This is an optimization exercise on Yosys and OpenROAD, whose aim is small area, a short achievable clock period and few clock cycles, not a production implementation.
The RTL was checked by simulation tests, not by an equivalence proof against the original design.
Power is estimated from default activity; no workload was simulated.

[design/flow/config.mk]
export PLATFORM = sky130hd
export DESIGN_NAME = exec_unit
export DESIGN_NICKNAME = exec_unit
export VERILOG_FILES = /design/flow/design.v
export SDC_FILE = /design/flow/constraint.sdc
export NUM_CORES = 4
export LEC_CHECK = 0
export CAP_MARGIN = 20
export CORE_MARGIN = 2
export CORE_UTILIZATION = 30
export SLEW_MARGIN = 20
export SYNTH_HIERARCHICAL = 1
[design/flow/constraint.sdc]
create_clock -name core_clock -period 12.0 [get_ports {CLK}]
set_input_delay 2.4000 -clock core_clock [delete_from_list [all_inputs] [get_ports {CLK}]]
set_output_delay 2.4000 -clock core_clock [all_outputs]
set_load 0.01 [all_outputs]
[design/flow/design.v]
`default_nettype none
package exec_pkg;
   localparam int XLEN   = 32;    
   localparam int REG_AW = 5;
   localparam int INS_W  = 16;
   localparam int FLAG_W = 4;
   localparam int OPC_LSB = 10;
   localparam int OPC_W   = 6;
   localparam int RD_LSB  = 5;    
   localparam int RS_LSB  = 0;    
   localparam int IMM_W   = 5;
   localparam int COND_W  = 4;
   localparam int FLAG_Z  = 0;
   localparam int FLAG_S  = 1;
   localparam int FLAG_OV = 2;
   localparam int FLAG_CY = 3;
   typedef enum logic [OPC_W-1:0] {
      OP_MOV_R = 6'b000000,
      OP_ADD_R = 6'b000001,
      OP_SUB_R = 6'b000010,
      OP_CMP_R = 6'b000011,
      OP_SHL_R = 6'b000100,
      OP_SHR_R = 6'b000101,
      OP_SAR_R = 6'b000111,
      OP_OR_R  = 6'b001100,
      OP_AND_R = 6'b001101,
      OP_XOR_R = 6'b001110,
      OP_NOT_R = 6'b001111,
      OP_MOV_I = 6'b010000,
      OP_ADD_I = 6'b010001,
      OP_SETF  = 6'b010010,
      OP_CMP_I = 6'b010011,
      OP_SHL_I = 6'b010100,
      OP_SHR_I = 6'b010101,
      OP_SAR_I = 6'b010111,
      OP_HALT  = 6'b011010
   } opcode_t;
   typedef enum logic [3:0] {
      ALU_MOV = 4'b0000,
      ALU_ADD = 4'b0001,
      ALU_SUB = 4'b0010,
      ALU_SHL = 4'b0100,
      ALU_SHR = 4'b0101,
      ALU_SAR = 4'b0111,
      ALU_OR  = 4'b1100,
      ALU_AND = 4'b1101,
      ALU_XOR = 4'b1110,
      ALU_NOT = 4'b1111
   } alu_op_t;
   typedef enum logic [1:0] {
      UPD_NONE  = 2'd0,
      UPD_ARITH = 2'd1,    
      UPD_LOGIC = 2'd2     
   } flag_upd_t;
   typedef enum logic [1:0] {
      ST_IDLE    = 2'd0,
      ST_EXECUTE = 2'd1,
      ST_COMMIT  = 2'd2,
      ST_HALTED  = 2'd3
   } ctrl_state_t;
endpackage
`default_nettype wire
`default_nettype none
module exec_rf_aoi3 (
   input  wire  a0, b0, a1, b1, a2, b2,
   output wire  y
);
   assign y = ~((a0 & b0) | (a1 & b1) | (a2 & b2));
endmodule
module exec_rf_rdbit #(
   parameter int N = 33
) (
   input  wire  [N-1:0] sel,
   input  wire  [N-1:0] d,
   output wire          q
);
   wire [N/3-1:0] y;
   for (genvar g = 0; g < N/3; g++) begin : g_aoi
      exec_rf_aoi3 u_aoi (
         .a0(sel[3*g]),   .b0(d[3*g]),
         .a1(sel[3*g+1]), .b1(d[3*g+1]),
         .a2(sel[3*g+2]), .b2(d[3*g+2]),
         .y(y[g])
      );
   end
   assign q = ~&y;
endmodule
module exec_regfile (
   input  wire                           CLK,
   input  wire  [(1 << exec_pkg::REG_AW)-1:0] rs_sel,
   input  wire  [(1 << exec_pkg::REG_AW)-1:0] rd_sel,
   input  wire  [1:0]                    rs_xsel,
   input  wire  [exec_pkg::XLEN-1:0]     rs_xd0,
   input  wire  [exec_pkg::XLEN-1:0]     rs_xd1,
   input  wire                           rd_xsel,
   input  wire  [exec_pkg::XLEN-1:0]     rd_xd0,
   output logic [exec_pkg::XLEN-1:0]     rs_data,
   output logic [exec_pkg::XLEN-1:0]     rd_data,
   input  wire                           wr_en,
   input  wire  [exec_pkg::REG_AW-1:0]   wr_addr,
   input  wire  [exec_pkg::XLEN-1:0]     wr_data
);
   localparam int NR = (1 << exec_pkg::REG_AW);
   logic [exec_pkg::XLEN-1:0] regs [1:NR-1];
   always_ff @(posedge CLK) begin
      if (wr_en && wr_addr != '0) begin
         regs[wr_addr] <= wr_data;
      end
   end
   for (genvar i = 0; i < exec_pkg::XLEN; i++) begin : g_bit
      wire [NR+1:0] s_sel, s_d, d_sel, d_d;
      for (genvar k = 1; k < NR; k++) begin : g_reg
         assign s_sel[k-1] = rs_sel[k];
         assign s_d[k-1]   = regs[k][i];
         assign d_sel[k-1] = rd_sel[k];
         assign d_d[k-1]   = regs[k][i];
      end
      assign s_sel[NR-1] = rs_xsel[0];
      assign s_d[NR-1]   = rs_xd0[i];
      assign s_sel[NR]   = rs_xsel[1];
      assign s_d[NR]     = rs_xd1[i];
      assign s_sel[NR+1] = 1'b0;
      assign s_d[NR+1]   = 1'b0;
      assign d_sel[NR-1] = rd_xsel;
      assign d_d[NR-1]   = rd_xd0[i];
      assign d_sel[NR]   = 1'b0;
      assign d_d[NR]     = 1'b0;
      assign d_sel[NR+1] = 1'b0;
      assign d_d[NR+1]   = 1'b0;
      exec_rf_rdbit #(.N(NR+1)) u_rs (.sel(s_sel[NR:0]), .d(s_d[NR:0]), .q(rs_data[i]));
      exec_rf_rdbit #(.N(NR+1)) u_rd (.sel(d_sel[NR:0]), .d(d_d[NR:0]), .q(rd_data[i]));
   end
endmodule
`default_nettype wire
`default_nettype none
module exec_decode (
   input  wire  [exec_pkg::INS_W-1:0]     ir,
   output logic [exec_pkg::REG_AW-1:0]    rs_addr,
   output logic [exec_pkg::REG_AW-1:0]    rd_addr,
   output logic [exec_pkg::IMM_W-1:0]     imm5,
   output logic                           use_imm,     
   output logic                           is_add,      
   output logic                           is_sub,
   output logic                           is_shift,
   output logic                           shl,
   output logic                           sar,
   output logic [3:0]                     tt,          
   output logic                           is_setf,
   output logic [exec_pkg::COND_W-1:0]    cond,
   output logic                           upd_arith,
   output logic                           upd_logic,
   output logic                           reg_write,
   output logic                           is_halt
);
   logic [exec_pkg::OPC_W-1:0] opc;
   assign opc     = ir[exec_pkg::OPC_LSB +: exec_pkg::OPC_W];
   assign rs_addr = ir[exec_pkg::RS_LSB +: exec_pkg::REG_AW];
   assign rd_addr = ir[exec_pkg::RD_LSB +: exec_pkg::REG_AW];
   assign imm5    = ir[exec_pkg::RS_LSB +: exec_pkg::IMM_W];
   assign cond    = ir[exec_pkg::RS_LSB +: exec_pkg::COND_W];
   assign use_imm = opc[4];
   always_comb begin
      is_add    = 1'b0;
      is_sub    = 1'b0;
      is_shift  = 1'b0;
      shl       = 1'b0;
      sar       = 1'b0;
      tt        = 4'b0000;
      is_setf   = 1'b0;
      upd_arith = 1'b0;
      upd_logic = 1'b0;
      reg_write = 1'b0;
      is_halt   = 1'b0;
      case (opc)
         exec_pkg::OP_MOV_R: begin tt = 4'b1010; reg_write = 1'b1; end
         exec_pkg::OP_MOV_I: begin tt = 4'b1010; reg_write = 1'b1; end
         exec_pkg::OP_ADD_R: begin is_add = 1'b1; upd_arith = 1'b1; reg_write = 1'b1; end
         exec_pkg::OP_ADD_I: begin is_add = 1'b1; upd_arith = 1'b1; reg_write = 1'b1; end
         exec_pkg::OP_SUB_R: begin is_add = 1'b1; is_sub = 1'b1; upd_arith = 1'b1; reg_write = 1'b1; end
         exec_pkg::OP_CMP_R: begin is_add = 1'b1; is_sub = 1'b1; upd_arith = 1'b1; end
         exec_pkg::OP_CMP_I: begin is_add = 1'b1; is_sub = 1'b1; upd_arith = 1'b1; end
         exec_pkg::OP_SHL_R, exec_pkg::OP_SHL_I: begin
            is_shift = 1'b1; shl = 1'b1; upd_logic = 1'b1; reg_write = 1'b1;
         end
         exec_pkg::OP_SHR_R, exec_pkg::OP_SHR_I: begin
            is_shift = 1'b1; upd_logic = 1'b1; reg_write = 1'b1;
         end
         exec_pkg::OP_SAR_R, exec_pkg::OP_SAR_I: begin
            is_shift = 1'b1; sar = 1'b1; upd_logic = 1'b1; reg_write = 1'b1;
         end
         exec_pkg::OP_OR_R:  begin tt = 4'b1110; upd_logic = 1'b1; reg_write = 1'b1; end
         exec_pkg::OP_AND_R: begin tt = 4'b1000; upd_logic = 1'b1; reg_write = 1'b1; end
         exec_pkg::OP_XOR_R: begin tt = 4'b0110; upd_logic = 1'b1; reg_write = 1'b1; end
         exec_pkg::OP_NOT_R: begin tt = 4'b0101; upd_logic = 1'b1; reg_write = 1'b1; end
         exec_pkg::OP_SETF:  begin is_setf = 1'b1; reg_write = 1'b1; end
         exec_pkg::OP_HALT:  is_halt = 1'b1;
         default: ;
      endcase
      if (rd_addr == '0) begin
         reg_write = 1'b0;
      end
   end
endmodule
`default_nettype wire
`default_nettype none
module exec_alu (
   input  wire  [exec_pkg::XLEN-1:0]      a,
   input  wire  [exec_pkg::XLEN-1:0]      b,
   input  wire                            is_add,
   input  wire                            is_sub,
   input  wire                            is_shift,
   input  wire                            shl,
   input  wire                            sar,
   input  wire  [3:0]                     tt,
   input  wire                            is_setf,
   input  wire                            cond_met,
   output logic [exec_pkg::XLEN-1:0]      result,
   output logic                           cy,
   output logic                           ov
);
   localparam int W = exec_pkg::XLEN;
   logic [W-1:0] bx, sum, sh_in, sh_out, sh_rev, bitw;
   logic         co, fill;
   logic [W:0]   sh_wide;
   assign bx        = b ^ {W{is_sub}};
   logic [W-1:0] pg, pp, gg, gp, ng, np;
   always_comb begin
      pg = a & bx;
      pp = a ^ bx;
      gg = pg;
      gp = pp;
      gg[0] = pg[0] | (pp[0] & is_sub);
      for (int l = 0; l < 5; l++) begin
         ng = gg;
         np = gp;
         for (int i = 0; i < W; i++) begin
            if (i & (1 << l)) begin
               ng[i] = gg[i] | (gp[i] & gg[(i >> l << l) - 1]);
               np[i] = gp[i] & gp[(i >> l << l) - 1];
            end
         end
         gg = ng;
         gp = np;
      end
      sum = pp ^ {gg[W-2:0], is_sub};
      co  = gg[W-1];
   end
   assign cy        = co ^ is_sub;
   assign ov        = (a[W-1] == bx[W-1]) && (sum[W-1] != a[W-1]);
   always_comb begin
      for (int i = 0; i < W; i++) sh_in[i] = shl ? a[W-1-i] : a[i];
   end
   assign fill   = sar & a[W-1];
   assign sh_wide = $signed({fill, sh_in}) >>> b[4:0];
   assign sh_out  = sh_wide[W-1:0];
   always_comb begin
      for (int i = 0; i < W; i++) sh_rev[i] = shl ? sh_out[W-1-i] : sh_out[i];
   end
   always_comb begin
      for (int i = 0; i < W; i++) bitw[i] = tt[{a[i], b[i]}];
   end
   always_comb begin
      result    = bitw | (is_add ? sum : '0) | (is_shift ? sh_rev : '0);
      result[0] = result[0] | (is_setf & cond_met);
   end
endmodule
`default_nettype wire
`default_nettype none
module exec_flags (
   input  wire                            CLK,
   input  wire                            arst_n,
   input  wire                            upd_arith,    
   input  wire                            upd_logic,    
   input  wire  [exec_pkg::XLEN-1:0]      result,
   input  wire                            cy,
   input  wire                            ov,
   input  wire  [exec_pkg::COND_W-1:0]    cond,
   output logic [exec_pkg::FLAG_W-1:0]    flags,
   output logic [exec_pkg::FLAG_W-1:0]    flags_port,    
   output logic                           cond_met
);
   logic [exec_pkg::FLAG_W-1:0] flags_nxt;
   logic                        z, s, v, c, hit, rz;
   assign rz = (result == '0);
   always_comb begin
      flags_nxt = flags;
      if (upd_arith || upd_logic) begin
         flags_nxt[exec_pkg::FLAG_Z]  = rz;
         flags_nxt[exec_pkg::FLAG_S]  = result[exec_pkg::XLEN-1];
         flags_nxt[exec_pkg::FLAG_OV] = upd_arith & ov;
      end
      if (upd_arith) begin
         flags_nxt[exec_pkg::FLAG_CY] = cy;
      end
   end
   always_ff @(posedge CLK or negedge arst_n) begin
      if (!arst_n) begin
         flags <= '0;
      end else begin
         flags <= flags_nxt;
      end
   end
   always_ff @(posedge CLK) begin
      flags_port <= flags_nxt;
   end
   assign z = flags_nxt[exec_pkg::FLAG_Z];
   assign s = flags_nxt[exec_pkg::FLAG_S];
   assign v = flags_nxt[exec_pkg::FLAG_OV];
   assign c = flags_nxt[exec_pkg::FLAG_CY];
   always_comb begin
      case (cond[2:0])
         3'd0:    hit = v;               
         3'd1:    hit = c;               
         3'd2:    hit = z;               
         3'd3:    hit = c | z;           
         3'd4:    hit = s;               
         3'd5:    hit = 1'b1;            
         3'd6:    hit = s ^ v;           
         default: hit = (s ^ v) | z;     
      endcase
      cond_met = hit ^ cond[3];    
   end
endmodule
`default_nettype wire
`default_nettype none
module exec_ctrl (
   input  wire   CLK,
   input  wire   arst_n,
   input  wire   ins_valid,
   input  wire   ins_halt,     
   input  wire   halt_done,    
   output logic  accept,
   output logic  busy,
   output logic  halted,
   output logic  halted_port    
);
   assign accept = ins_valid & ~busy;
   always_ff @(posedge CLK or negedge arst_n) begin
      if (!arst_n) begin
         busy   <= 1'b0;
         halted <= 1'b0;
      end else begin
         if (accept && ins_halt) busy <= 1'b1;
         if (halt_done) halted <= 1'b1;
      end
   end
   always_ff @(posedge CLK) begin
      halted_port <= halted | halt_done;
   end
endmodule
`default_nettype wire
`default_nettype none
module exec_unit (
   input  wire                           CLK,
   input  wire                           arst_n,
   input  wire                           ins_valid,
   input  wire  [exec_pkg::INS_W-1:0]    ins,
   output wire                           busy,
   output wire                           done,
   output wire                           halted,
   output wire                           wr_en,
   output wire  [exec_pkg::REG_AW-1:0]   wr_addr,
   output wire  [exec_pkg::XLEN-1:0]     wr_data,
   output wire  [exec_pkg::FLAG_W-1:0]   flags
);
   localparam int W  = exec_pkg::XLEN;
   localparam int AW = exec_pkg::REG_AW;
   logic                        v_x, fwd_a_x, fwd_b_x;
   wire  [W-1:0]                result;
   logic                        is_add_x, is_sub_x, is_shift_x, shl_x, sar_x, is_setf_x;
   logic                        upd_arith_x, upd_logic_x, reg_write_x, is_halt_x;
   logic [3:0]                  tt_x;
   logic [exec_pkg::COND_W-1:0] cond_x;
   logic [AW-1:0]               rd_x;
   logic [W-1:0]                a_x, b_x;
   wire                     accept, halted_int;
   wire [exec_pkg::FLAG_W-1:0] flags_int;
   logic                    v_d;
   logic [exec_pkg::INS_W-1:0] ir_d;
   exec_ctrl u_ctrl (
      .CLK(CLK), .arst_n(arst_n), .ins_valid(ins_valid),
      .ins_halt(ins[exec_pkg::OPC_LSB +: exec_pkg::OPC_W] == exec_pkg::OP_HALT),
      .halt_done(halt_w), .accept(accept), .busy(busy), .halted(halted_int),
      .halted_port(halted)
   );
   always_ff @(posedge CLK or negedge arst_n) begin
      if (!arst_n) v_d <= 1'b0;
      else         v_d <= accept;
   end
   logic [3:0]           rs_lo_d, rd_lo_d;
   logic [7:0]           rs_hi_d, rd_hi_d;
   logic                 fw_rs_d, fw_rd_d;
   wire  [AW-1:0]        ins_rs  = ins[exec_pkg::RS_LSB +: AW];
   wire  [AW-1:0]        ins_rd  = ins[exec_pkg::RD_LSB +: AW];
   wire                  ins_imm = ins[exec_pkg::OPC_LSB + 4];
   wire                  fw_rs, fw_rd;
   assign fw_rs = v_x && reg_write_x && rd_x == ins_rs && !ins_imm;
   assign fw_rd = v_x && reg_write_x && rd_x == ins_rd;
   always_ff @(posedge CLK) begin
      ir_d    <= ins;
      fw_rs_d <= fw_rs;
      fw_rd_d <= fw_rd;
      for (int k = 0; k < 4; k++) begin
         rs_lo_d[k] <= (ins_rs[1:0] == k);
         rd_lo_d[k] <= (ins_rd[1:0] == k);
      end
      for (int k = 0; k < 8; k++) begin
         rs_hi_d[k] <= (ins_rs[4:2] == k) && !ins_imm && !fw_rs;
         rd_hi_d[k] <= (ins_rd[4:2] == k) && !fw_rd;
      end
   end
   logic [(1 << AW)-1:0] rs_sel_d, rd_sel_d;
   always_comb begin
      for (int k = 0; k < (1 << AW); k++) begin
         rs_sel_d[k] = rs_lo_d[k % 4] && rs_hi_d[k / 4];
         rd_sel_d[k] = rd_lo_d[k % 4] && rd_hi_d[k / 4];
      end
   end
   wire [AW-1:0]               rs_d, rd_d;
   wire [exec_pkg::IMM_W-1:0]  imm5_d;
   wire [exec_pkg::COND_W-1:0] cond_d;
   wire [3:0]                  tt_d;
   wire                        use_imm_d, is_add_d, is_sub_d, is_shift_d, shl_d, sar_d;
   wire                        is_setf_d, upd_arith_d, upd_logic_d, reg_write_d, is_halt_d;
   wire [W-1:0]                rs_data, rd_data;
   logic [W-1:0]               a_r, b_r;
   exec_decode u_decode (
      .ir(ir_d), .rs_addr(rs_d), .rd_addr(rd_d), .imm5(imm5_d), .use_imm(use_imm_d),
      .is_add(is_add_d), .is_sub(is_sub_d), .is_shift(is_shift_d),
      .shl(shl_d), .sar(sar_d), .tt(tt_d), .is_setf(is_setf_d), .cond(cond_d),
      .upd_arith(upd_arith_d), .upd_logic(upd_logic_d), .reg_write(reg_write_d),
      .is_halt(is_halt_d)
   );
   logic          done_w, wr_w, upd_arith_w, upd_logic_w, halt_w, cy_w, ov_w;
   logic [AW-1:0] rd_w;
   logic [W-1:0]  res_w;
   wire [W-1:0] imm_ext_d = {{(W-exec_pkg::IMM_W){imm5_d[exec_pkg::IMM_W-1]}}, imm5_d};
   exec_regfile u_regfile (
      .CLK(CLK), .rs_sel(rs_sel_d), .rd_sel(rd_sel_d),
      .rs_xsel({use_imm_d, fw_rs_d}), .rs_xd0(res_w), .rs_xd1(imm_ext_d),
      .rd_xsel(fw_rd_d), .rd_xd0(res_w),
      .rs_data(rs_data), .rd_data(rd_data),
      .wr_en(wr_w), .wr_addr(rd_w), .wr_data(res_w)
   );
   assign a_r = rd_data;
   assign b_r = rs_data;
   always_ff @(posedge CLK or negedge arst_n) begin
      if (!arst_n) v_x <= 1'b0;
      else         v_x <= v_d;
   end
   assign fwd_a_x = v_x && reg_write_x && rd_x == rd_d;
   assign fwd_b_x = v_x && reg_write_x && rd_x == rs_d && !use_imm_d;
   always_ff @(posedge CLK) begin
      a_x         <= fwd_a_x ? result : a_r;
      b_x         <= fwd_b_x ? result : b_r;
      is_add_x    <= is_add_d;
      is_sub_x    <= is_sub_d;
      is_shift_x  <= is_shift_d;
      shl_x       <= shl_d;
      sar_x       <= sar_d;
      tt_x        <= tt_d;
      is_setf_x   <= is_setf_d;
      cond_x      <= cond_d;
      upd_arith_x <= upd_arith_d;
      upd_logic_x <= upd_logic_d;
      reg_write_x <= reg_write_d;
      is_halt_x   <= is_halt_d;
      rd_x        <= rd_d;
   end
   wire [W-1:0] op_a = a_x;
   wire [W-1:0] op_b = b_x;
   wire         cy, ov, cond_met;
   exec_alu u_alu (
      .a(op_a), .b(op_b), .is_add(is_add_x), .is_sub(is_sub_x), .is_shift(is_shift_x),
      .shl(shl_x), .sar(sar_x), .tt(tt_x), .is_setf(is_setf_x), .cond_met(cond_met),
      .result(result), .cy(cy), .ov(ov)
   );
   always_ff @(posedge CLK or negedge arst_n) begin
      if (!arst_n) begin
         done_w      <= 1'b0;
         wr_w        <= 1'b0;
         upd_arith_w <= 1'b0;
         upd_logic_w <= 1'b0;
         halt_w      <= 1'b0;
      end else begin
         done_w      <= v_x;
         wr_w        <= v_x & reg_write_x;
         upd_arith_w <= v_x & upd_arith_x;
         upd_logic_w <= v_x & upd_logic_x;
         halt_w      <= v_x & is_halt_x;
      end
   end
   logic [W-1:0] wr_data_w;
   always_ff @(posedge CLK) begin
      wr_data_w <= (v_x && reg_write_x) ? result : '0;
   end
   always_ff @(posedge CLK) begin
      res_w <= result;
      cy_w  <= cy;
      ov_w  <= ov;
      rd_w  <= rd_x;
   end
   exec_flags u_flags (
      .CLK(CLK), .arst_n(arst_n), .upd_arith(upd_arith_w), .upd_logic(upd_logic_w),
      .result(res_w), .cy(cy_w), .ov(ov_w), .cond(cond_x),
      .flags(flags_int), .flags_port(flags), .cond_met(cond_met)
   );
   logic          done_o, wr_en_o;
   logic [AW-1:0] wr_addr_o;
   always_ff @(posedge CLK) begin
      done_o    <= v_x;
      wr_en_o   <= v_x && reg_write_x;
      wr_addr_o <= (v_x && reg_write_x) ? rd_x : '0;
   end
   assign done    = done_o;
   assign wr_en   = wr_en_o;
   assign wr_addr = wr_addr_o;
   assign wr_data = wr_data_w;
endmodule
`default_nettype wire
[design/flow/flow/run.sh]
#!/bin/bash
set -euo pipefail
cd "$(dirname "$0")/.."
args=()
while IFS= read -r line; do
  [[ -z "$line" || "$line" == \#* ]] && continue
  args+=("$line")
done < flow/knobs.txt
bash standard.sh "${args[@]}" finish > flow_make.log 2>&1
[design/flow/flow/knobs.txt]
SETUP_SLACK_MARGIN=8.3
CTS_ARGS=-sink_clustering_enable -repair_clock_nets -dont_use_dummy_load -sink_clustering_size 24 -sink_clustering_max_diameter 150
[design/flow/standard.sh]
#!/bin/bash
# synth_recipe.tcl (not shown) runs the flow's synth.tcl, then flattens the netlist and writes it again
# the make line also repeats each setting of config.mk as NAME=value (left out here)
make -C /OpenROAD-flow-scripts/flow DESIGN_CONFIG=/design/flow/config.mk WORK_HOME=/design/flow/orfs CLKGATE_MAP_FILE= SYNTH_SCRIPT=/design/flow/synth_recipe.tcl "${@:-finish}"
==> out/results.ini, run 1 <==
[critical_path]
arrival_ns=1.28
crit_path_max_fanout=1
critPathTopFamily=flip-flops
path_class=reg -> out
timing.rr.end=a_x[19]$_DFF_P_
cp.required_ns=9.60
slowest_delay_ns=0.37
crit_start=wr_data_w[21]$_SDFF_PP0_
end_kind=output pin
ff2ff_path_depth=9
critPathLaunchType=flop
rrSetupSlack_ns=8.39
timing.rr.start=shl_x$_DFF_P_
worst-path-buf-inv=1
crit_chain=clkdlybuf4s15_2
slowest_stage=dfxtp_2

[floorplanning]
start_util_pct=30.21
dieArea_um2=173800
fp-row-count=151
ios=64
core-area_um2=169300
die-width_um=416.9
die_h_um=416.9

[grt]
grt_max_degree=46
grtUsageTotal_pct=21.43
grt_first_pass_wirelength_um=268300
antenna_found_initial=15
grt_overflow=0
grt_pass1_vias=35268

[sta]
setup_violations=0
fin_ws_ns=8.323
fin_crit_ns=3.677
timing.fmax_mhz=271.9
slew_violations=0
maxSlewHeadroom_pct=19.33
post-route-period-util_pct=30.64
holdWs_ns=0.3630
fin_tns_setup_ns=0
rsz0062_at_grt=yes
hold_viol_final=0
tightest_slew_ns=1.210
skew_ns=0.07696

[hold_path]
hold_path_class=reg -> reg
hold_depth=0
min_to=v_x$_DFF_PN0_
hold_start=v_d$_DFF_PN0_

[synth]
postSynthAreaPerCell_um2=16.13
synthCells=3171
ys_warn_count=12
syn-cell-area_um2=51130

[final_layout]
num-fill-cells=16250
synthToLayoutAreaGrowth_pct=11.22
nNetsFinal=3442
ff_latch_area_um2=34390
drive_above_1_share_pct=14.18
finish.utilization_pct=33.59
multiInputGateArea_um2=16610

[routing]
drtIter0Drc=9523
vias=37379
ant_nets=0
drc=0
routedWlPerCell_um=34.85
wl_um=195600
first_pass_iters=13
drt-vias-per-instance=6.662

[pwr]
power_uw=8161
vdd_drop_max_mv=0.1204
p_per_area_nw_per_um2=143.5
p_leak_uw=0.01837

[clocking]
cts_buffers=56
cts_tree=done
clockBufferDepth=3
clk_pin_slew_worst_paths_ns=0.11
insertion_delay_ns=0.74
cts-root-buf=clkbuf_16
hold_buffers=0
clock_sinks=1216
cts_max_level=2

[placed_design]
portBuffers=63
dpl_worst_slack_ns=7.600
hpwl_um=114100
gp_congestion=0.9403

[flow_run]
cap_violations=0

[status]
outcome=finished clean

[per-stage QoR]
| stage | cells | instance area [µm²] |
|---|---|---|
| after floorplan | 3234 | 51370 |
| after global placement | 5539 | 55320 |
| after detailed placement | 5539 | 55320 |
| after CTS | 5600 | 56760 |
| after global routing | 5606 | 56860 |
| final | 5611 | 56870 |
[repair_timing]
action / 4_1_cts / 5_1_grt
gates resized for setup: 162 / 16
setup endpoints to repair: 142 / 52
setup buffers: 5 / 4
endpoints found under the hold margin: 0 / 0
pin swaps: 1 / 0
[state kept, by name, summed over array words and instances (netlist names), 8 cells and up]
name,cells
u_regfile.regs,992
a_x,32
b_x,32
res_w,32
wr_data_w,32
ir_d,16
rd_hi_d,8
rs_hi_d,8
[report_power, final]
| group | switching [µW] | internal [µW] | leakage [µW] |
|---|---|---|---|
| clock network | 1300 | 832 | 0.000690 |
| logic | 777 | 389 | 0.00661 |
| registers | 129 | 4740 | 0.0111 |
[worst max path at each step]
stage	to	slack, ns	cells past startpoint
global route	wr_data_w[7]$_SDFF_PP0_	8.28	6
finish	wr_data[21]	8.32	1
detailed placement	b_x[25]$_DFF_P_	7.60	11
global placement	b_x[25]$_DFF_P_	7.65	11
floorplan	b_x[21]$_DFF_P_	8.30	14
CTS	wr_data[19]	8.30	1
[worst register-to-register path, cell delays in order, from the launching register on]
cell and delay [ns]:
dfxtp_2 0.34, buf_8 0.34, mux4_1 0.68, mux2i_1 0.36
o21ai_0 0.32, a21oi_1 0.36, nand2_1 0.12, a221oi_1 0.38
nand2_1 0.26, mux2_2 0.32
[cell usage in the layout, fill, tap and decap left out, types with 48 or more instances in the layout]
cell type and instances:
conb_1 64, nor2_1 52, nand3_1 76, buf_4 129
dfxtp_1 181, a21oi_1 50, clkbuf_16 56, mux4_2 48
or3_1 66, nand2_1 68, a222oi_1 705, edfxtp_1 992
mux2_2 57, nand4_1 135
[layout make-up]
cell class                 instances  share of cell area [%]
antenna                            7                 0.03080
clock buffer                      56                   2.464
inverter                          19                  0.1320
multi-input combinational       1899                   29.21
sequential                      1216                   60.47
tap                             2218                   4.880
timing repair buffer             196                   2.814
[per-layer routing]
layer / global-route usage, % / part of all wire, %
met2: 32.27 / 43
met3: 7.040 / 16
met1: 27.07 / 35
met5: 0 / 0.014
met4: 12.01 / 6.1
Testbench counts, summed over its fixed seeds: cycles 24,024.
==> inputs of run 2 (changes only) <==
==> design/flow/flow/knobs.txt (replaced) <==
SETUP_SLACK_MARGIN=8.5
CTS_ARGS=-sink_clustering_enable -repair_clock_nets -dont_use_dummy_load -sink_clustering_size 24 -sink_clustering_max_diameter 150
==> out/results.ini, run 2 <==
[synth]
syn-cell-area_um2=51130
synthCells=3171
postSynthAreaPerCell_um2=16.13
ys_warn_count=12

[final_layout]
drive_above_1_share_pct=15.50
largest_register=u_regfile.regs
synthToLayoutAreaGrowth_pct=11.90
design_area_um2=57220
layout_commonest_cell=edfxtp_1
largest_reg_flops=992
nNetsFinal=3463
layout_common_cells=edfxtp_1, a222oi_1, dfxtp_1
instances_no_fill=5633

[grt]
grt_util_met2_pct=32.47
grt_first_pass_wirelength_um=264600
grtUsageMet1_pct=27.41
grtUsageTotal_pct=21.06
met3_usage_pct=4.656
grt_overflow=0
gr-max-usage-layer=met2
antenna_found_initial=25
grt_pass1_vias=34751
grt_max_degree=46

[critical_path]
slowest_stage=dfrtp_1
path_class=reg -> out
arrival_ns=1.22
end_kind=output pin
rrSetupSlack_ns=8.57
critPathLaunchType=flop
slowest_delay_ns=0.40
cp.required_ns=9.60
crit_chain=buf_6
crit_path_max_fanout=2
critPathTopFamily=flip-flops
worst-path-buf-inv=1

[clocking]
clockBufferDepth=3
cts-root-buf=clkbuf_16
clock_sinks=1216
insertion_delay_ns=0.77
cts_buffers=56
clk_pin_slew_worst_paths_ns=0.10
cts_max_level=2
cts_tree=done

[floorplanning]
ios=64
start_util_pct=30.21
fp-row-count=151
core-area_um2=169300
die_h_um=416.9
dieArea_um2=173800
die-width_um=416.9

[placed_design]
gp_congestion=0.9298
dpl-instance-area_um2=55380
portBuffers=63
hpwl_um=115400
dp_cells=5547

[routing]
routedWlPerCell_um=34.19
wl_um=192600
drtIter0Drc=9633
first_pass_iters=13
ant_nets=0
vias=36939
drc=0
drt-vias-per-instance=6.558

[flow_run]
cap_violations=0

[sta]
maxSlewHeadroom_pct=25.42
setup_violations=0
post-route-period-util_pct=30.20
holdWs_ns=0.3621
skew_ns=0.1349
timing.fmax_mhz=275.9
hold_viol_final=0
slew_violations=0
fin_crit_ns=3.624
tightest_slew_ns=1.119
rsz0062_at_grt=yes
fin_tns_setup_ns=0

[pwr]
p_leak_uw=0.01856
p_per_area_nw_per_um2=142.8
vdd_drop_max_mv=0.1279

[hold_path]
hold_path_class=reg -> reg

[status]
outcome=finished clean

## run 2: path summary, 6_finish.rpt
path                                               from                      end  depth (start not counted)
worst max register to register           b_x[2]$_DFF_P_  wr_data_w[7]$_SDFF_PP0_                          6
worst max-delay path            u_ctrl.busy$_DFFE_PN0P_                     busy                          1
min in group asynchronous                        arst_n            v_x$_DFF_PN0_                          1
worst min register to register            v_d$_DFF_PN0_            v_x$_DFF_PN0_                          0
worst min-delay path                      v_d$_DFF_PN0_            v_x$_DFF_PN0_                          0
max in group asynchronous                        arst_n           wr_w$_DFF_PN0_                          1
## run 2: power breakdown
group          total [µW]  switching (µW)  leakage [µW]  internal, µW
logic                1200             793       0.00680           405
registers            4860             125        0.0111          4740
clock network        2110            1280      0.000690           832
## run 2: worst reg2reg max path, cell delays in order, from the launching register on
cell	delay (ns)
dfxtp_1	0.39
buf_4	0.34
inv_1	0.51
o311ai_0	0.93
o21ai_0	0.16
o211ai_1	0.73
and3_1	0.27
## run 2: timing repair
item / in CTS / in global routing
gates cloned: 0 / 1
buffers inserted: 6 / 15
pin swaps: 1 / 7
resized for setup: 263 / 35
hold buffers: 0 / 0
endpoints found under the setup margin: 161 / 107
hold endpoints to repair: 0 / 0
## run 2: layout make-up
cell class / count / area (µm²)
Fill cell: 16318 / 112100
Clock buffer: 56 / 1401
Tap cell: 2218 / 2775
Timing Repair Buffer: 217 / 1881
Multi-Input combinational cell: 1899 / 16660
Sequential cell: 1216 / 34410
Inverter: 19 / 71.32
Antenna cell: 8 / 20.02
## run 2: per-layer routing
| metal | part of all wire (%) | vias up |
|---|---|---|
| li1 | - | 14898 |
| met4 | 6.1 | 6 |
| met2 | 45 | 3079 |
| met1 | 36 | 18494 |
| met5 | 0.040 | - |
| met3 | 13 | 462 |
## run 2: stage by stage
step           power, µW  utilization, %  setup WS [ns]
2_1_floorplan       5568               -          8.542
3_3_place_gp        6065           32.71          7.632
3_5_place_dp        6073           32.71          7.612
4_1_cts             8121           33.63          8.359
5_1_grt             8387           33.79          8.322
6_report            8170           33.80          8.376
==> inputs of run 3 (changes only) <==
--- a/design/flow/config.mk
+++ b/design/flow/config.mk
@@ -5,8 +5,8 @@
 export SDC_FILE = /design/flow/constraint.sdc
 export NUM_CORES = 4
 export LEC_CHECK = 0
-export CAP_MARGIN = 20
+export CAP_MARGIN = 10
 export CORE_MARGIN = 2
 export CORE_UTILIZATION = 30
-export SLEW_MARGIN = 20
+export SLEW_MARGIN = 10
 export SYNTH_HIERARCHICAL = 1
==> out/results.ini, run 3 <==
[critical_path]
crit_path_max_fanout=2
arrival_ns=1.22
crit_chain=buf_6
slowest_stage=dfrtp_1
slowest_delay_ns=0.40
critPathLaunchType=flop
cp.required_ns=9.60
ff2ff_path_depth=6
path_class=reg -> out
worst-path-buf-inv=1
critPathTopFamily=flip-flops
timing.rr.end=wr_data_w[7]$_SDFF_PP0_
rrSetupSlack_ns=8.57
end_kind=output pin
timing.rr.start=b_x[2]$_DFF_P_

[sta]
post-route-period-util_pct=30.20
hold_viol_final=0
timing.fmax_mhz=275.9
holdWs_ns=0.3621
fin_tns_setup_ns=0
skew_ns=0.1349
fin_crit_ns=3.624
fin_ws_ns=8.376
tightest_slew_ns=1.119
slew_violations=0
setup_violations=0
maxSlewHeadroom_pct=25.42
rsz0062_at_grt=yes

[final_layout]
layout_common_cells=edfxtp_1, a222oi_1, dfxtp_1
largest_reg_flops=992
largest_register=u_regfile.regs
nNetsFinal=3463
layout_commonest_cell=edfxtp_1
num-fill-cells=16318
drive_above_1_share_pct=15.50
synthToLayoutAreaGrowth_pct=11.90

[pwr]
p_leak_uw=0.01856
seqPwrFrac_pct=59.5
switching_power_uw=2195
pwr-share-comb_pct=14.7
power_uw=8170
p_per_area_nw_per_um2=142.8
internal-power_uw=5975
swShare_pct=26.87
p_clk_share_pct=25.8
vdd_drop_max_mv=0.1279

[floorplanning]
fp-row-count=151
die-width_um=416.9
start_util_pct=30.21
dieArea_um2=173800
die_h_um=416.9
core-area_um2=169300
ios=64

[status]
outcome=finished clean

[synth]
syn-cell-area_um2=51130
postSynthAreaPerCell_um2=16.13
ys_warn_count=12
synthCells=3171

[routing]
drt-vias-per-instance=6.558
drc=0
routedWlPerCell_um=34.19
first_pass_iters=13
vias=36939
ant_nets=0
drtIter0Drc=9633
wl_um=192600

[grt]
grtUsageTotal_pct=21.06
grt_max_degree=46
grt_overflow=0
grt_pass1_vias=34751
antenna_found_initial=25
grt_first_pass_wirelength_um=264600

[clocking]
cts_max_level=2
cts_buffers=56
clock_sinks=1216
clockBufferDepth=3
cts-root-buf=clkbuf_16
cts_tree=done
insertion_delay_ns=0.77
clk_pin_slew_worst_paths_ns=0.10
hold_buffers=0

[hold_path]
hold_start=v_d$_DFF_PN0_
hold_path_class=reg -> reg
min_to=v_x$_DFF_PN0_
hold_depth=0

[placed_design]
hpwl_um=115400
dpl_worst_slack_ns=7.612
gp_congestion=0.9298
portBuffers=63

[flow_run]
cap_violations=0

-- run 3: what timing repair did --
item,CTS,global route
gates resized for setup,263,35
setup endpoints to repair,161,107
hold endpoints to repair,0,0
pin swaps,1,7
buffers inserted,6,15
cloned,0,1
-- run 3: worst max-delay path by stage --
stage,from,end,slack (ns),depth (start not counted)
floorplan,b_x[0]$_DFF_P_,b_x[21]$_DFF_P_,8.54,14
global placement,is_sub_x$_DFF_P_,b_x[28]$_DFF_P_,7.63,11
detailed placement,is_sub_x$_DFF_P_,a_x[28]$_DFF_P_,7.61,11
CTS,u_ctrl.busy$_DFFE_PN0P_,busy,8.36,1
global route,u_ctrl.busy$_DFFE_PN0P_,busy,8.32,1
finish,u_ctrl.busy$_DFFE_PN0P_,busy,8.38,1
-- run 3: metal layers --
layer,part of all wire [%],GRT usage [%],vias up
li1,-,-,14898
met1,36,27.41,18494
met2,45,32.47,3079
met3,13,4.656,462
met4,6.1,11.90,6
met5,0.040,0,-
-- run 3: final cells by class --
cell class,count,area [µm²],share of cell area [%]
clock buffers,56,1401,2.449
inverters,19,71.32,0.1246
multi-input cells,1899,16660,29.12
diodes,8,20.02,0.03499
repair buffers,217,1881,3.286
well taps,2218,2775,4.850
flip-flops and latches,1216,34410,60.14
-- run 3: through the flow --
stage                     std cells  utilization (%)  cell area (µm²)
after floorplan                3234                -            51390
after global placement         5547            32.71            55380
after detailed placement       5547            32.71            55380
after CTS                      5609            33.63            56930
after global routing           5626            33.79            57200
final                          5633            33.80            57220
-- run 3: power groups by stage --
stage	Sequential, µW	Clock, µW	Combinational (µW)
floorplan	4960	0	605
global placement	4960	0	1110
detailed placement	4960	0	1110
CTS	4860	2130	1130
global route	4870	2260	1250
finish	4860	2110	1200
==> inputs of run 4 (changes only) <==
--- a/design/flow/design.v
+++ b/design/flow/design.v
@@ -332,7 +332,8 @@
    output logic  accept,
    output logic  busy,
    output logic  halted,
-   output logic  halted_port    
+   output logic  halted_port,   
+   output logic  busy_port      
 );
    assign accept = ins_valid & ~busy;
    always_ff @(posedge CLK or negedge arst_n) begin
@@ -344,6 +345,13 @@
          if (halt_done) halted <= 1'b1;
       end
    end
+   always_ff @(posedge CLK or negedge arst_n) begin
+      if (!arst_n) begin
+         busy_port <= 1'b0;
+      end else if (ins_valid && !busy_port && ins_halt) begin
+         busy_port <= 1'b1;
+      end
+   end
    always_ff @(posedge CLK) begin
       halted_port <= halted | halt_done;
    end
@@ -373,15 +381,15 @@
    logic [exec_pkg::COND_W-1:0] cond_x;
    logic [AW-1:0]               rd_x;
    logic [W-1:0]                a_x, b_x;
-   wire                     accept, halted_int;
+   wire                     accept, busy_int, halted_int;
    wire [exec_pkg::FLAG_W-1:0] flags_int;
    logic                    v_d;
    logic [exec_pkg::INS_W-1:0] ir_d;
    exec_ctrl u_ctrl (
       .CLK(CLK), .arst_n(arst_n), .ins_valid(ins_valid),
       .ins_halt(ins[exec_pkg::OPC_LSB +: exec_pkg::OPC_W] == exec_pkg::OP_HALT),
-      .halt_done(halt_w), .accept(accept), .busy(busy), .halted(halted_int),
-      .halted_port(halted)
+      .halt_done(halt_w), .accept(accept), .busy(busy_int), .halted(halted_int),
+      .halted_port(halted), .busy_port(busy)
    );
    always_ff @(posedge CLK or negedge arst_n) begin
       if (!arst_n) v_d <= 1'b0;
--- a/design/flow/config.mk
+++ b/design/flow/config.mk
@@ -5,8 +5,8 @@
 export SDC_FILE = /design/flow/constraint.sdc
 export NUM_CORES = 4
 export LEC_CHECK = 0
-export CAP_MARGIN = 10
+export CAP_MARGIN = 20
 export CORE_MARGIN = 2
 export CORE_UTILIZATION = 30
-export SLEW_MARGIN = 10
+export SLEW_MARGIN = 20
 export SYNTH_HIERARCHICAL = 1
==> out/results.ini, run 4 <==
[final_layout]
drive_above_1_share_pct=15.21
instances_no_fill=5620
synthToLayoutAreaGrowth_pct=11.66
layout_commonest_cell=edfxtp_1
layout_common_cells=edfxtp_1, a222oi_1, dfxtp_1
nNetsFinal=3455
largest_register=u_regfile.regs
largest_reg_flops=992
design_area_um2=57130

[sta]
fin_ws_ns=8.398
post-route-period-util_pct=30.02
maxSlewHeadroom_pct=26.22
rsz0062_at_grt=yes
hold_viol_final=0
slew_violations=0
fin_crit_ns=3.602
setup_violations=0
fin_tns_setup_ns=0
timing.fmax_mhz=277.6
skew_ns=0.07335
tightest_slew_ns=1.107

[routing]
wl_um=193800
first_pass_iters=14
drt-vias-per-instance=6.570
drtIter0Drc=9198
drc=0
vias=36924
ant_nets=0
routedWlPerCell_um=34.49

[grt]
grt_max_degree=46
grt_first_pass_wirelength_um=265300
grtUsageTotal_pct=21.23
grt_overflow=0
antenna_found_initial=16
grt_pass1_vias=34835

[critical_path]
cp.required_ns=9.60
critPathLaunchType=flop
slowest_stage=dfrtp_1
arrival_ns=1.20
slowest_delay_ns=0.38
crit_chain=buf_2
end_kind=output pin
worst-path-buf-inv=1
crit_path_max_fanout=2
path_class=reg -> out
critPathTopFamily=flip-flops

[clocking]
cts_max_level=2
insertion_delay_ns=0.73
clk_pin_slew_worst_paths_ns=0.09
cts_tree=done
clockBufferDepth=3
cts_buffers=56
cts-root-buf=clkbuf_16
clock_sinks=1217

[pwr]
p_leak_uw=0.01852
pwr-share-comb_pct=14.7
seqPwrFrac_pct=59.4
p_clk_share_pct=25.9
vdd_drop_max_mv=0.1243
switching_power_uw=2213
internal-power_uw=5986
swShare_pct=26.99
p_per_area_nw_per_um2=143.5

[placed_design]
hpwl_um=115400
portBuffers=63
gp_congestion=0.9357
dpl-instance-area_um2=55350
dpl_worst_slack_ns=7.807
dp_cells=5541

[floorplanning]
core-area_um2=169500
ios=64
die-width_um=417.0
die_h_um=417.0
start_util_pct=30.19
dieArea_um2=173900
fp-row-count=151

[status]
outcome=finished clean

[synth]
synthCells=3173
postSynthAreaPerCell_um2=16.13
syn-cell-area_um2=51170
ys_warn_count=12

[flow_run]
cap_violations=0

[hold_path]
hold_path_class=reg -> reg

==> run 4: area by class of cell <==
class	instances	area (µm²)
inverter	19	75.07
tap	2218	2775
multi-input combinational	1900	16670
antenna	3	7.507
sequential	1217	34430
timing repair inverter	1	5.005
clock buffer	56	1401
timing repair buffer	206	1769
fill	16299	112300
==> run 4: per-stage QoR <==
| step | utilization, % | hold slack [ns] | total power, µW |
|---|---|---|---|
| 2_1_floorplan | - | 0.3290 | 5573 |
| 3_3_place_gp | 32.66 | 0.3344 | 6071 |
| 3_5_place_dp | 32.66 | 0.3529 | 6082 |
| 4_1_cts | 33.61 | 0.3749 | 8161 |
| 5_1_grt | 33.71 | 0.3890 | 8400 |
| 6_report | 33.71 | 0.3721 | 8199 |
==> run 4: final timing paths <==
check | start | end | slack, ns | cells after the start
setup / recovery | u_ctrl.busy_port$_DFFE_PN0P_ | busy | 8.40 | 1
max in group asynchronous | arst_n | u_flags.flags[1]$_DFF_PN0_ | 9.43 | 1
hold reg to reg | v_d$_DFF_PN0_ | v_x$_DFF_PN0_ | 0.37 | 0
hold / removal | v_d$_DFF_PN0_ | v_x$_DFF_PN0_ | 0.37 | 0
min in group asynchronous | arst_n | u_ctrl.halted$_DFFE_PN0P_ | 2.12 | 1
setup reg to reg | is_sub_x$_DFF_P_ | b_x[9]$_DFF_P_ | 8.58 | 12
==> run 4: repair_timing <==
| action | 4_1_cts | 5_1_grt |
|---|---|---|
| hold buffers | 0 | 0 |
| pin swaps | 10 | 13 |
| resized for setup | 266 | 27 |
| gates cloned | 1 | 2 |
| buffers inserted | 10 | 7 |
| setup endpoints to repair | 136 | 95 |
==> run 4: layer usage <==
layer / wire length (µm) / track usage [%]
met1: 69070 / 27.33
met2: 86560 / 33.08
met3: 26860 / 5.282
met4: 11280 / 11.04
met5: 67 / 0
==> run 4: power groups by stage <==
stage,Clock [µW],Combinational [µW],Sequential [µW]
3_5_place_dp,0,1120,4960
6_report,2120,1200,4870
5_1_grt,2270,1250,4880
2_1_floorplan,0,605,4970
4_1_cts,2150,1150,4870
3_3_place_gp,0,1110,4960
==> run 4: worst reg2reg max path: stages, from the launching register on <==
cell	delay, ns
dfxtp_4	0.36
buf_12	0.15
mux2_2	0.29
fa_2	0.40
a211oi_2	0.26
o21ai_1	0.17
a21oi_2	0.22
o21bai_1	0.11
fa_1	0.39
xor2_1	0.17
a21oi_1	0.21
o221ai_2	0.22
mux2_4	0.34
Testbench counts of run 4, summed over its fixed seeds: cycles 24,024.
==> inputs of run 5 (changes only) <==
==> design/flow/flow/knobs.txt (replaced) <==
SETUP_SLACK_MARGIN=8.7
CTS_ARGS=-sink_clustering_enable -repair_clock_nets -dont_use_dummy_load -sink_clustering_size 24 -sink_clustering_max_diameter 150
==> out/results.ini, run 5 <==
[routing]
drt-vias-per-instance=6.572
drtIter0Drc=9463
drc=0
vias=37183
wl_um=193500
ant_nets=0
routedWlPerCell_um=34.20
first_pass_iters=13

[floorplanning]
ios=64
die_h_um=417.0
start_util_pct=30.19
fp-row-count=151
die-width_um=417.0
dieArea_um2=173900
core-area_um2=169500

[critical_path]
slowest_delay_ns=0.40
path_class=reg -> out
worst-path-buf-inv=1
critPathLaunchType=flop
crit_path_max_fanout=2
slowest_stage=dfrtp_1
crit_chain=buf_2
arrival_ns=1.21
end_kind=output pin
critPathTopFamily=flip-flops
cp.required_ns=9.60

[clocking]
cts_buffers=56
insertion_delay_ns=0.73
clk_pin_slew_worst_paths_ns=0.10
clockBufferDepth=3
cts_tree=done
cts_max_level=2
clock_sinks=1217
cts-root-buf=clkbuf_16
hold_buffers=0

[grt]
grt_pass1_vias=34604
grt_max_degree=46
antenna_found_initial=19
grt_overflow=0
grt_first_pass_wirelength_um=264400
grtUsageTotal_pct=21.10

[pwr]
vdd_drop_max_mv=0.1155
p_per_area_nw_per_um2=142.8
power_uw=8242
p_leak_uw=0.01877

[final_layout]
ff_latch_area_um2=34450
layout_common_cells=edfxtp_1, a222oi_1, dfxtp_1
layout_commonest_cell=edfxtp_1
nNetsFinal=3487
largest_register=u_regfile.regs
multiInputGateArea_um2=16860
drive_above_1_share_pct=16.96
largest_reg_flops=992
synthToLayoutAreaGrowth_pct=12.83
num-fill-cells=16193
design_area_um2=57730

[sta]
rsz0062_at_grt=yes
hold_viol_final=0
skew_ns=0.08558
slew_violations=0
maxSlewHeadroom_pct=23.41
post-route-period-util_pct=30.10
timing.fmax_mhz=276.9
setup_violations=0
tightest_slew_ns=1.149
fin_crit_ns=3.612
fin_tns_setup_ns=0
holdWs_ns=0.3521

[synth]
synthCells=3173
postSynthAreaPerCell_um2=16.13
syn-cell-area_um2=51170
ys_warn_count=12

[placed_design]
hpwl_um=115600
gp_congestion=0.9880
portBuffers=63
dpl-instance-area_um2=55440

[status]
outcome=finished clean

[flow_run]
cap_violations=0

[hold_path]
hold_path_class=reg -> reg

## run 5: metrics by stage
step / setup slack [ns] / instances / utilization [%]
after floorplan: 8.667 / 3236 / -
after global placement: 7.883 / 5550 / 32.71
after detailed placement: 7.929 / 5550 / 32.71
after CTS: 8.363 / 5623 / 33.73
after global routing: 8.356 / 5651 / 34.05
final: 8.388 / 5658 / 34.07
## run 5: final timing paths
check / from / end / slack [ns] / cells past startpoint
max: u_ctrl.busy_port$_DFFE_PN0P_ / busy / 8.39 / 1
min: v_d$_DFF_PN0_ / v_x$_DFF_PN0_ / 0.35 / 0
max reg2reg: rd_lo_d[1]$_DFF_P_ / a_x[28]$_DFF_P_ / 8.64 / 6
min reg2reg: v_d$_DFF_PN0_ / v_x$_DFF_PN0_ / 0.35 / 0
max in group asynchronous: arst_n / wr_w$_DFF_PN0_ / 9.40 / 1
min in group asynchronous: arst_n / v_x$_DFF_PN0_ / 2.14 / 1
## run 5: power by group
part	leakage [µW]	total (µW)	switching, µW	internal (µW)
Clock	0.000690	2110	1270	832
Combinational	0.00699	1270	820	447
Sequential	0.0111	4870	125	4740
Total	0.0188	8240	2220	6020
## run 5: what timing repair did
action                     CTS  global route
setup endpoints to repair  177           127
gates resized for setup    281            71
cloned                       1             4
buffers inserted            16            22
pin swaps                   14            28
## run 5: layer usage
| layer | vias to the layer above | part of all wire (%) | track usage (%) |
|---|---|---|---|
| met5 | - | 0.018 | 0 |
| met4 | 6 | 6.6 | 11.32 |
| met3 | 521 | 14 | 5.544 |
| met2 | 3055 | 44 | 32.84 |
| met1 | 18640 | 35 | 26.85 |
| li1 | 14961 | - | - |
## run 5: area by class of cell
type | count | area share (%)
antenna | 9 | 0.03901
inverter | 19 | 0.1235
tap | 2218 | 4.807
clock buffer | 56 | 2.427
timing repair buffer | 239 | 3.726
sequential | 1217 | 59.67
multi-input combinational | 1900 | 29.21

-- separate check: timing with driven ports --
Ports are ideal in the flow. The routed layouts listed here were re-timed in OpenROAD.
Step 1, drivers: a clkbuf_16 drives CLK and a buf_2 each remaining input, both assumed.
Step 2 moves the port delays by t, midway between the first and last clock arrival at a register: inputs arrive t later, outputs are due t later. That takes back most of the time a late clock gives input paths.
Slacks: ideal / step 1 / step 2; pairs: ideal / step 1.
run | shift t [ns] | setup WS [ns] | hold WS [ns] | worst setup path at the end | pins driven straight from the clock port
run 1 | 0.785 | 8.323 / 8.241 / 7.909 | 0.363 / 0.363 / 0.363 | input to register | 1
run 2 | 0.783 | 8.376 / 8.301 / 7.891 | 0.362 / 0.362 / 0.362 | input to register | 1
run 3 | 0.783 | 8.376 / 8.301 / 7.891 | 0.362 / 0.362 / 0.362 | input to register | 1
run 4 | 0.772 | 8.398 / 8.317 / 7.943 | 0.372 / 0.372 / 0.372 | input to register | 1
run 5 | 0.771 | 8.388 / 8.307 / 8.073 | 0.352 / 0.352 / 0.352 | input to register | 1
After both steps every run listed still meets setup and hold.
